Source: an optimization exercise on an open RTL-to-GDS flow (aim: small area and a short achievable clock period). Production flows keep margins and buffers that such runs may drop. RTL that was checked went through simulation tests only; none was proved equivalent to the original. Power figures rest on the tool's default switching activity, not on a simulated workload.

## result_serializer
module result_serializer #(
  parameter int DATA_W = 40,
  parameter int ADDR_W = 6,
  parameter int SLACK  = 4
) (
  input  logic                 clk,
  input  logic                 rst,
  input  logic                 fifo_wr_en,
  input  logic [DATA_W-1:0]    dut_dout,
  output logic                 fifo_full,
  output logic [7:0]           byte_dout,
  output logic                 byte_valid,
  input  logic                 byte_ready,
  output logic [15:0]          word_count,
  output logic                 overflow
);
  localparam int              DEPTH      = 1 << ADDR_W;
  localparam logic [ADDR_W:0] FULL_THR_C = (ADDR_W+1)'(DEPTH - SLACK);
  localparam int              NB_L       = DATA_W / 8;
  logic [7:0]        wr_hi_r;
  logic [7:0]        wr_lo_r;
  logic [DEPTH-1:0]  rd_sel_n_r;
  logic [ADDR_W:0]   count_r;
  logic              fifo_full_r;
  logic              overflow_r;
  logic              load_r;
  logic              valid_r;
  logic [NB_L-1:0]   cur_r;         
  logic [7:0]        byte_dout_r;
  logic [DATA_W-1:0] rd_lo_r;       
  logic [DATA_W-1:0] rd_hi_r;
  logic [DATA_W-1:0] word_r;        
  logic [15:0]       word_count_r;
  logic [DATA_W-1:0] rd_lo_s;
  logic [DATA_W-1:0] rd_hi_s;
  logic [DATA_W-1:0] rd_data_s;
  logic              at_cap_s;
  logic              nonempty_s;
  logic              wr_ok_s;
  logic              accept_s;
  logic              last_s;
  logic              inc_s;
  logic              dec_s;
  logic [ADDR_W:0]   count_up_s;
  logic [ADDR_W:0]   count_dn_s;
  logic              full_up_s;
  logic              full_dn_s;
  logic              full_eq_s;
  logic [NB_L-1:0]   cur_next_s;
  logic [7:0]        byte_next_s;
  logic [15:0]       wc_low_ones_s;
  logic [15:0]       wc_plus1_s;
  assign at_cap_s   = count_r[ADDR_W];
  assign nonempty_s = (count_r != '0);
  assign wr_ok_s    = fifo_wr_en && !at_cap_s;
  assign accept_s   = valid_r && byte_ready;
  assign last_s     = cur_r[NB_L-1];
  result_fifo #(
  ...
==> module result_fifo, before the edit <==
module result_fifo #(
  parameter int DATA_W = 40,
  parameter int ADDR_W = 6
) (
  input  logic                   clk,
  input  logic                   wr_en,
  input  logic [7:0]             wr_hi,
  input  logic [7:0]             wr_lo,
  input  logic [DATA_W-1:0]      din,
  input  logic [(1<<ADDR_W)-1:0] rd_sel_n,
  output logic [DATA_W-1:0]      dout_lo,
  output logic [DATA_W-1:0]      dout_hi
);
  localparam int DEPTH = 1 << ADDR_W;
  logic [DATA_W-1:0] mem_r [DEPTH];
  always_ff @(posedge clk) begin
    for (int i = 0; i < DEPTH; i++) begin
      if (wr_en && wr_hi[i / 8] && wr_lo[i % 8]) begin
        mem_r[i] <= din;
      end
    end
  end
  always_comb begin
    dout_lo = '1;
    dout_hi = '1;
    for (int i = 0; i < DEPTH / 2; i++) begin
      dout_lo = dout_lo & (mem_r[i] | {DATA_W{rd_sel_n[i]}});
      dout_hi = dout_hi & (mem_r[i + DEPTH / 2] | {DATA_W{rd_sel_n[i + DEPTH / 2]}});
    end
  end
endmodule
==> module result_serializer, before the edit <==
module result_serializer #(
  parameter int DATA_W = 40,
  parameter int ADDR_W = 6,
  parameter int SLACK  = 4
) (
  input  logic                 clk,
  input  logic                 rst,
  input  logic                 fifo_wr_en,
  input  logic [DATA_W-1:0]    dut_dout,
  output logic                 fifo_full,
  output logic [7:0]           byte_dout,
  output logic                 byte_valid,
  input  logic                 byte_ready,
  output logic [15:0]          word_count,
  output logic                 overflow
);
  localparam int              DEPTH      = 1 << ADDR_W;
  localparam logic [ADDR_W:0] FULL_THR_C = (ADDR_W+1)'(DEPTH - SLACK);
  localparam int              NB_L       = DATA_W / 8;
  logic [7:0]        wr_hi_r;
  logic [7:0]        wr_lo_r;
  logic [DEPTH-1:0]  rd_sel_n_r;
  logic [ADDR_W:0]   count_r;
  logic              fifo_full_r;
  logic              overflow_r;
  logic              load_r;
  logic              valid_r;
  logic [NB_L-1:0]   cur_r;         
  logic [7:0]        byte_dout_r;
  logic [DATA_W-1:0] rd_lo_r;       
  logic [DATA_W-1:0] rd_hi_r;
  logic [DATA_W-1:0] word_r;        
  logic [15:0]       word_count_r;
  logic [DATA_W-1:0] rd_lo_s;
  logic [DATA_W-1:0] rd_hi_s;
  logic [DATA_W-1:0] rd_data_s;
  logic              at_cap_s;
  logic              nonempty_s;
  logic              wr_ok_s;
  logic              accept_s;
  logic              last_s;
  logic              inc_s;
  logic              dec_s;
  logic [ADDR_W:0]   count_up_s;
  logic [ADDR_W:0]   count_dn_s;
  logic              full_up_s;
  logic              full_dn_s;
  logic              full_eq_s;
  logic [NB_L-1:0]   cur_next_s;
  logic [7:0]        byte_next_s;
  logic [15:0]       wc_low_ones_s;
  logic [15:0]       wc_plus1_s;
  assign at_cap_s   = count_r[ADDR_W];
  assign nonempty_s = (count_r != '0);
  assign wr_ok_s    = fifo_wr_en && !at_cap_s;
  assign accept_s   = valid_r && byte_ready;
  assign last_s     = cur_r[NB_L-1];
  result_fifo #(
    .DATA_W (DATA_W),
    .ADDR_W (ADDR_W)
  ) u_fifo (
    .clk    (clk),
    .wr_en  (fifo_wr_en),
    .wr_hi  (wr_hi_r & {8{!at_cap_s}}),
    .wr_lo  (wr_lo_r),
    .din    (dut_dout),
    .rd_sel_n (rd_sel_n_r),
    .dout_lo (rd_lo_s),
    .dout_hi (rd_hi_s)
  );
  assign inc_s      = wr_ok_s && !load_r;
  assign dec_s      = load_r && !wr_ok_s;
  assign count_up_s = count_r + 1'b1;
  assign count_dn_s = count_r - 1'b1;
  assign full_up_s  = (count_r >= FULL_THR_C - 1'b1);
  assign full_dn_s  = (count_r >= FULL_THR_C + 1'b1);
  assign full_eq_s  = (count_r >= FULL_THR_C);
  always_ff @(posedge clk) begin
    if (rst) begin
      wr_hi_r     <= 8'd1;
      wr_lo_r     <= 8'd1;
      rd_sel_n_r  <= {{(DEPTH-1){1'b1}}, 1'b0};
      count_r     <= '0;
      fifo_full_r <= 1'b0;
      overflow_r  <= 1'b0;
    end else begin
      if (wr_ok_s) begin
        wr_lo_r <= {wr_lo_r[6:0], wr_lo_r[7]};
        if (wr_lo_r[7]) wr_hi_r <= {wr_hi_r[6:0], wr_hi_r[7]};
      end
      if (load_r) rd_sel_n_r <= {rd_sel_n_r[DEPTH-2:0], rd_sel_n_r[DEPTH-1]};
      if (inc_s) begin
        count_r     <= count_up_s;
        fifo_full_r <= full_up_s;
      end else if (dec_s) begin
        count_r     <= count_dn_s;
        fifo_full_r <= full_dn_s;
      end else begin
        fifo_full_r <= full_eq_s;
      end
      if (fifo_wr_en && at_cap_s) overflow_r <= 1'b1;
    end
  end
  always_comb begin
    for (int i = 0; i < 16; i++) begin
      wc_low_ones_s[i] = &(word_count_r | ~((16'd1 << i) - 16'd1));
    end
  end
  assign wc_plus1_s = word_count_r ^ wc_low_ones_s;
  always_ff @(posedge clk) begin
    if (rst) begin
      load_r       <= 1'b0;
      valid_r      <= 1'b0;
      word_count_r <= '0;
    end else begin
      if (load_r) begin
        load_r  <= 1'b0;
        valid_r <= 1'b1;
      end else if (!valid_r) begin
        load_r  <= nonempty_s;
      end else if (accept_s && last_s) begin
        valid_r <= 1'b0;
        load_r  <= nonempty_s;
        if (!(&word_count_r)) word_count_r <= wc_plus1_s;
      end
    end
  end
  assign rd_data_s = rd_lo_r & rd_hi_r;
  always_ff @(posedge clk) begin
    rd_lo_r <= rd_lo_s;
    rd_hi_r <= rd_hi_s;
    if (load_r) word_r <= rd_data_s;
  end
  always_comb begin
    if (load_r)        cur_next_s = {{(NB_L-1){1'b0}}, 1'b1};
    else if (accept_s) cur_next_s = {cur_r[NB_L-2:0], 1'b0};
    else               cur_next_s = cur_r;
  end
  always_comb begin
    if (load_r) begin
      byte_next_s = rd_data_s[DATA_W-1 -: 8];
    end else begin
      byte_next_s = '0;
      for (int k = 0; k < NB_L; k++) begin
        byte_next_s = byte_next_s | (word_r[DATA_W-1-8*k -: 8] & {8{cur_next_s[k]}});
      end
    end
  end
  always_ff @(posedge clk) begin
    cur_r       <= cur_next_s;
    byte_dout_r <= byte_next_s;
  end
  assign fifo_full  = fifo_full_r;
  assign byte_dout  = byte_dout_r;
  assign byte_valid = valid_r;
  assign word_count = word_count_r;
  assign overflow   = overflow_r;
endmodule
make LEC_CHECK=0 CAP_MARGIN=5 CORE_MARGIN=2 CORE_UTILIZATION=60 CTS_CLUSTER_DIAMETER=80 CTS_CLUSTER_SIZE=28 SETUP_SLACK_MARGIN=2.0 SLEW_MARGIN=5 TNS_END_PERCENT=5 finish   # period 4.0 ns
run.sh (not shown) runs the stock make flow with config.mk's settings and CLKGATE_MAP_FILE= SYNTH_SCRIPT=/design/flow/synth_recipe.tcl, a recipe that flattens the netlist after the stock synthesis.
Rerun with:
--- a/flow/design.v
+++ b/flow/design.v
@@ -1,24 +1,23 @@
 module result_fifo #(
   parameter int DATA_W = 40,
   parameter int ADDR_W = 6
 ) (
   input  logic                   clk,
   input  logic                   wr_en,
-  input  logic [7:0]             wr_hi,
-  input  logic [7:0]             wr_lo,
+  input  logic [(1<<ADDR_W)-1:0] wr_sel,
   input  logic [DATA_W-1:0]      din,
   input  logic [(1<<ADDR_W)-1:0] rd_sel_n,
   output logic [DATA_W-1:0]      dout_lo,
   output logic [DATA_W-1:0]      dout_hi
 );
   localparam int DEPTH = 1 << ADDR_W;
   logic [DATA_W-1:0] mem_r [DEPTH];
   always_ff @(posedge clk) begin
     for (int i = 0; i < DEPTH; i++) begin
-      if (wr_en && wr_hi[i / 8] && wr_lo[i % 8]) begin
+      if (wr_en && wr_sel[i]) begin
         mem_r[i] <= din;
       end
     end
   end
   always_comb begin
     dout_lo = '1;
@@ -45,14 +44,13 @@
   output logic [15:0]          word_count,
   output logic                 overflow
 );
   localparam int              DEPTH      = 1 << ADDR_W;
   localparam logic [ADDR_W:0] FULL_THR_C = (ADDR_W+1)'(DEPTH - SLACK);
   localparam int              NB_L       = DATA_W / 8;
-  logic [7:0]        wr_hi_r;
-  logic [7:0]        wr_lo_r;
+  logic [DEPTH-1:0]  wr_sel_r;
   logic [DEPTH-1:0]  rd_sel_n_r;
   logic [ADDR_W:0]   count_r;
   logic              fifo_full_r;
   logic              overflow_r;
   logic              load_r;
   logic              valid_r;
@@ -88,40 +86,39 @@
   assign last_s     = cur_r[NB_L-1];
   result_fifo #(
     .DATA_W (DATA_W),
     .ADDR_W (ADDR_W)
   ) u_fifo (
     .clk    (clk),
-    .wr_en  (fifo_wr_en),
-    .wr_hi  (wr_hi_r & {8{!at_cap_s}}),
-    .wr_lo  (wr_lo_r),
+    .wr_en  (wr_ok_s),
+    .wr_sel (wr_sel_r),
     .din    (dut_dout),
     .rd_sel_n (rd_sel_n_r),
     .dout_lo (rd_lo_s),
     .dout_hi (rd_hi_s)
   );
   assign inc_s      = wr_ok_s && !load_r;
   assign dec_s      = load_r && !wr_ok_s;
-  assign count_up_s = count_r + 1'b1;
-  assign count_dn_s = count_r - 1'b1;
+  always_comb begin
+    for (int i = 0; i <= ADDR_W; i++) begin
+      count_up_s[i] = count_r[i] ^ (&(count_r | ~((8'd1 << i) - 8'd1)));
+      count_dn_s[i] = count_r[i] ^ !(|(count_r & ((8'd1 << i) - 8'd1)));
+    end
+  end
   assign full_up_s  = (count_r >= FULL_THR_C - 1'b1);
   assign full_dn_s  = (count_r >= FULL_THR_C + 1'b1);
   assign full_eq_s  = (count_r >= FULL_THR_C);
   always_ff @(posedge clk) begin
     if (rst) begin
-      wr_hi_r     <= 8'd1;
-      wr_lo_r     <= 8'd1;
+      wr_sel_r    <= {{(DEPTH-1){1'b0}}, 1'b1};
       rd_sel_n_r  <= {{(DEPTH-1){1'b1}}, 1'b0};
       count_r     <= '0;
       fifo_full_r <= 1'b0;
       overflow_r  <= 1'b0;
     end else begin
-      if (wr_ok_s) begin
-        wr_lo_r <= {wr_lo_r[6:0], wr_lo_r[7]};
-        if (wr_lo_r[7]) wr_hi_r <= {wr_hi_r[6:0], wr_hi_r[7]};
-      end
+      if (wr_ok_s) wr_sel_r <= {wr_sel_r[DEPTH-2:0], wr_sel_r[DEPTH-1]};
       if (load_r) rd_sel_n_r <= {rd_sel_n_r[DEPTH-2:0], rd_sel_n_r[DEPTH-1]};
       if (inc_s) begin
         count_r     <= count_up_s;
         fifo_full_r <= full_up_s;
       end else if (dec_s) begin
         count_r     <= count_dn_s;
After rerunning:
- worst setup slack got worse by 0.084 ns
- area after synthesis climbs by 1.6%
- wire length drops by 0.81%
- register-to-register slack got worse by 0.08 ns
- count of clock-buffer cells in the layout climbs by 8
- design area climbs by 1.6%
- total power climbs by 26%
- die area climbs by 1.6%
- combinational power climbs to 4.0 times its value
- core utilization climbs by 0.10 points
Function not checked in the second run of this note: the RTL went through the layout flow alone.

## afterwards: timing with drivers on the ports
How much do the figures lean on ideal ports? The routed layouts below were timed once more, with nothing changed but the port constraints.
Step 1: set_driving_cell puts a clkbuf_16 on clk and a buf_2 on each other input, an assumption about the parent block.
Step 2 adds t to the input delays and takes it off the output delays; t is the mean of the earliest and latest rising clock arrival at the registers after step 1. Input paths then give back, and output paths get back, about the clock's delay inside the block.
Three values: ideal ports, drivers, drivers and shift; two values: the first two.
run	t, ns	slack for setup (ns)	hold WS [ns]	worst setup path at the end	slew at the worst register clock pin (ns)
the first run	0.893	1.729 / 1.692 / 1.005	0.344 / 0.266 / 0.492	input to register	0.11 / 0.11
the second run	0.897	1.645 / 1.645 / 0.967	0.466 / 0.416 / 0.466	input to register	0.11 / 0.11
After both steps every run listed still meets setup and hold. The setup slack of the first run, which loses most, moves by -0.037 ns with the drivers and by -0.724 ns with both steps.
